Source: an optimization exercise on an open RTL-to-GDS flow (aim: small area, a short achievable clock period and few clock cycles per item). Production flows keep margins and buffers that such runs may drop. The clock port is modelled as an ideal driver; clocking choices that lean on that would not hold on a real chip. Power is estimated from default activity; no workload was simulated.

== build 42 ==
## weight_loader
module weight_loader (
    input  logic                     clk,
    input  logic                     reset,
    input  logic                     start,
    input  logic                     stall,          
    input  logic                     single_ch,      
    input  logic [6:0]               ch_groups,
    input  logic [5:0]               out_ch,
    input  logic [13:0]              base_addr,
    input  logic [31:0]              rom_data_0,
    input  logic [31:0]              rom_data_1,
    input  logic [31:0]              rom_data_2,
    input  logic [31:0]              rom_data_3,
    output logic                     rom_rd_en,
    output logic [13:0]              rom_addr,
    output logic [127:0]             col_weights,    
    output logic                     idle,
    output logic                     done
);
    logic        run_q;          
    logic        done_q;         
    logic [2:0]  ph_q;           
    logic [1:0]  row_q;          
    logic [6:0]  grp_q;          
    logic        rdn_q;          
    logic        rdv_q;          
    logic [13:0] addr_q;         
    logic [3:0]  vn_q;           
    logic [3:0]  vhn_q;          
    logic        step;
    logic        go;
    logic        pre;
    logic        last;
    logic        ph6;
    logic        row3;
    logic        fin;
    logic        v0_n;
    logic        horner;
    logic        hb_n;
    logic        hb_q;           
    logic [13:0] add_b;
    logic [13:0] sum;
    logic [11:0] mcand;          
    assign step = !stall;
    assign go   = start && !run_q;
    assign pre  = (grp_q == 7'd0);            
    assign last = (grp_q == ch_groups);
    assign ph6  = (ph_q == 3'd6);
    assign row3 = (row_q == 2'd3);
    assign fin  = ph6 && row3 && last;
  ...
Size in the first run: roughly 200 flip-flops, roughly 310 I/O pins.
clock: 8.0 ns
lec_check: 0
cap_margin: 20
core_margin: 2
core_utilization: 40
place_density: 0.6
setup_slack_margin: 4.65
slew_margin: 20
standard.sh (not shown) runs the stock make flow with config.mk's settings and CLKGATE_MAP_FILE= SYNTH_SCRIPT=/design/flow/synth_recipe.tcl, a recipe that flattens the netlist after the stock synthesis.
==> flow/flow/run.sh <==
#!/bin/bash
# The standard layout, with the port buffers made of the smallest buffer cell
# instead of the default choice, and after clock tree synthesis the stall
# input buffer wired straight to the rom_rd_en gate (flow/post_cts.tcl).
# Each tool's output goes to ORFS's own logs under orfs/logs/; make's output
# goes to standard.log.
set -euo pipefail
export BUFFER_PORTS_ARGS="-buffer_cell sky130_fd_sc_hd__buf_1"
export POST_CTS_TCL="$PWD/flow/post_cts.tcl"
bash standard.sh > standard.log 2>&1
==> flow/flow/post_cts.tcl <==
# Shorten the stall -> rom_rd_en feed-through: drive the gate that makes
# rom_rd_en straight from the stall input buffer (the buffer tree that
# repair inserted keeps the other loads), and give that buffer more drive.
proc wl_out_driver {net} {
  foreach it [$net getITerms] {
    if {[$it isOutputSignal]} { return $it }
  }
  return ""
}
proc wl_fix_stall_path {} {
  set db [ord::get_db]
  set block [ord::get_db_block]
  set snet [$block findNet stall]
  set ibuf ""
  foreach it [$snet getITerms] {
    if {[$it isInputSignal]} { set ibuf [$it getInst] }
  }
  if {$ibuf eq ""} { puts "wl: no stall input buffer"; return }
  set ibo [[wl_out_driver_pin $ibuf] getNet]
  set rnet [$block findNet rom_rd_en]
  set obuf [[wl_out_driver $rnet] getInst]
  set gate_it [wl_out_driver [[$obuf findITerm A] getNet]]
  set gate [$gate_it getInst]
  puts "wl: input buffer [$ibuf getName] ([[$ibuf getMaster] getName]), gate [$gate getName] ([[$gate getMaster] getName]), output buffer [$obuf getName]"
  # Find the gate input fed (through buffers only) from the input buffer
  foreach it [$gate getITerms] {
    if {![$it isInputSignal]} { continue }
    set n [$it getNet]
    if {$n eq "NULL"} { continue }
    set hops 0
    set cur $n
    while {$hops < 6} {
      if {[$cur getName] eq [$ibo getName]} { break }
      set d [wl_out_driver $cur]
      if {$d eq ""} { set cur ""; break }
      set di [$d getInst]
      set m [[$di getMaster] getName]
      if {![string match "*__buf_*" $m] && ![string match "*__clkbuf_*" $m]} { set cur ""; break }
      set cur [[$di findITerm A] getNet]
      incr hops
    }
    if {$cur ne "" && $hops > 0} {
      puts "wl: reconnect [$gate getName]/[[$it getMTerm] getName] from [$n getName] to [$ibo getName] ($hops buffers skipped)"
      $it disconnect
      $it connect $ibo
    }
  }
  set m8 [$db findMaster sky130_fd_sc_hd__buf_8]
  $ibuf swapMaster $m8
}
proc wl_out_driver_pin {inst} {
  foreach it [$inst getITerms] {
    if {[$it isOutputSignal]} { return $it }
  }
}
wl_fix_stall_path
estimate_parasitics -placement
repair_timing_helper
detailed_placement
check_placement -verbose
report_checks -through [get_ports rom_rd_en]
Build 42 | status: complete | timing, DRC, antenna: pass
Modified inputs, build 48 compared to build 42
- SETUP_SLACK_MARGIN: 4.65 -> 4.5
Results
As far as floorplan die width is concerned, build 42 and build 48 perform about the same. Setup slack: build 48 more than build 42. Between build 42 and build 48, clock network area share is higher for build 48, build 42 comes in under that. Time the final worst path needs with I/O delays and setup is higher on build 42. Lower non-clock buffer count among build 42 and build 48: build 48. Delta (build 48 minus build 42): critical path depth roughly the same, routed wire length now smaller. Across both runs, maximum number of pins on one net before global-route repair was lower for build 48 than for build 42. Between build 42 and build 48, routed length on met2 is lower for build 48, build 42 comes in above that. Build 48 improves on build 42 in leakage power.
Setup changes, build 48 to build 57
- SETUP_SLACK_MARGIN now 4.65, was 4.5
- CTS_BUF_LIST now sky130_fd_sc_hd__clkbuf_8, previously not set
-- flow/flow/post_cts.tcl --
<<< build 48, line 56
>>> build 57, line 56
proc wl_size_clock_tree {} {
  set db [ord::get_db]
  set block [ord::get_db_block]
  set m16 [$db findMaster sky130_fd_sc_hd__clkbuf_16]
  foreach inst [$block getInsts] {
    set m [[$inst getMaster] getName]
    if {![string match "sky130_fd_sc_hd__clkbuf_*" $m] || $m eq "sky130_fd_sc_hd__clkbuf_16"} { continue }
    if {![string match "clkbuf_*" [$inst getName]]} { continue }
    set out [wl_out_driver_pin $inst]
    set n [$out getNet]
    set loads 0
    foreach it [$n getITerms] { if {[$it isInputSignal]} { incr loads } }
    set root [string match "clkbuf_0_*" [$inst getName]]
    if {$root || $loads >= $::wl_leaf_max} {
      puts "wl: [$inst getName] $m with $loads loads -> clkbuf_16"
      $inst swapMaster $m16
    }
  }
}
set ::wl_leaf_max 18
<<< build 48, line 57
>>> build 57, line 77
wl_size_clock_tree
### Flow results
Between build 48 and build 57, the difference in placed standard-cell area is negligible.
Taking build 48 as the reference, in build 57 setup slack lost 0.0095 ns; final area lost about 0.7%.
In the reports for build 48 and build 57, the larger global-route wire length before repair belongs to build 57.
Build 57 has power below what build 48 had.
Reported for build 48 and build 57, largest fanout of any net on the critical path turned out identical to the last digit.
Comparing build 57 against build 48, there is no change at all in mux contribution to synthesized area.
Input changes introduced in build 66 (baseline for comparison: build 57):
- swapping 4.65 for 4.8 in SETUP_SLACK_MARGIN
- clearing CTS_BUF_LIST, which used to be sky130_fd_sc_hd__clkbuf_8
-- flow/flow/post_cts.tcl --
<<< build 57, line 56
proc wl_size_clock_tree {} {
  set db [ord::get_db]
  set block [ord::get_db_block]
  set m16 [$db findMaster sky130_fd_sc_hd__clkbuf_16]
  foreach inst [$block getInsts] {
    set m [[$inst getMaster] getName]
    if {![string match "sky130_fd_sc_hd__clkbuf_*" $m] || $m eq "sky130_fd_sc_hd__clkbuf_16"} { continue }
    if {![string match "clkbuf_*" [$inst getName]]} { continue }
    set out [wl_out_driver_pin $inst]
    set n [$out getNet]
    set loads 0
    foreach it [$n getITerms] { if {[$it isInputSignal]} { incr loads } }
    set root [string match "clkbuf_0_*" [$inst getName]]
    if {$root || $loads >= $::wl_leaf_max} {
      puts "wl: [$inst getName] $m with $loads loads -> clkbuf_16"
      $inst swapMaster $m16
    }
  }
}
set ::wl_leaf_max 18
>>> build 66, line 56
<<< build 57, line 77
wl_size_clock_tree
>>> build 66, line 57
==> run summary <==
Diff build 57..build 66 | area after synthesis | unchanged. Higher routed wire length among build 57 and build 66: build 66. Build 66 ended with less worst setup slack after placement than build 57. Delta(fraction of layout cells with a size suffix above 1, build 66 - build 57) > 0. Higher length of routed met3 wiring was reported by build 66, not build 57. Between build 57 and build 66, combinational cell fraction of total power decreased. Changes observed in build 66 relative to build 57: final non-filler cell total higher, final-layout clock buffer total level.
Input changes introduced in build 67 (baseline for comparison: build 66):
- SETUP_SLACK_MARGIN now 4.65, was 4.8
- CTS_BUF_LIST now sky130_fd_sc_hd__clkbuf_8, previously not set
-- flow/flow/post_cts.tcl --
<<< build 66, line 56
>>> build 67, line 56
proc wl_size_clock_tree {} {
  set db [ord::get_db]
  set block [ord::get_db_block]
  set m16 [$db findMaster sky130_fd_sc_hd__clkbuf_16]
  foreach inst [$block getInsts] {
    set m [[$inst getMaster] getName]
    if {![string match "sky130_fd_sc_hd__clkbuf_*" $m] || $m eq "sky130_fd_sc_hd__clkbuf_16"} { continue }
    if {![string match "clkbuf_*" [$inst getName]]} { continue }
    set out [wl_out_driver_pin $inst]
    set n [$out getNet]
    set loads 0
    foreach it [$n getITerms] { if {[$it isInputSignal]} { incr loads } }
    set root [string match "clkbuf_0_*" [$inst getName]]
    if {$root || $loads >= $::wl_leaf_max} {
      puts "wl: [$inst getName] $m with $loads loads -> clkbuf_16"
      $inst swapMaster $m16
    }
  }
}
set ::wl_leaf_max 15
<<< build 66, line 57
>>> build 67, line 77
wl_size_clock_tree
### Flow results
Summary: hold slack, build 67 better than build 66. Diff build 66 -> build 67: total number of nets in the final design decreased 0.42%, global-route wire length before repair increased 1.3%.
No run of this note included a check of the RTL's function; only the layout flow was run.

==> separate check: timing with driven ports <==
How much do the figures lean on ideal ports? The routed layouts below were timed once more, with nothing changed but the port constraints. Step 1 assumes that a clkbuf_16 drives the clock port and a buf_2 every other input. Step 2 moves the port delays by t, midway between the first and last clock arrival at a register: inputs arrive t later, outputs are due t later. That takes back most of the time a late clock gives input paths. Three values: ideal ports, drivers, drivers and shift; two values: the first two.
run | t (ns) | slack for setup (ns) | worst setup path after step 2
build 42 | 0.484 | 4.488 / 4.438 / 4.289 | input to register
build 48 | 0.477 | 4.498 / 4.446 / 4.131 | input to register
build 57 | 0.449 | 4.488 / 4.438 / 4.315 | input to register
build 66 | 0.493 | 4.506 / 4.454 / 4.363 | input to register
build 67 | 0.458 | 4.488 / 4.437 / 4.312 | input to register
After both steps setup and hold are still met in every run listed. For build 48, which loses most, drivers alone change the setup slack by -0.052 ns; drivers and shift together by -0.367 ns.
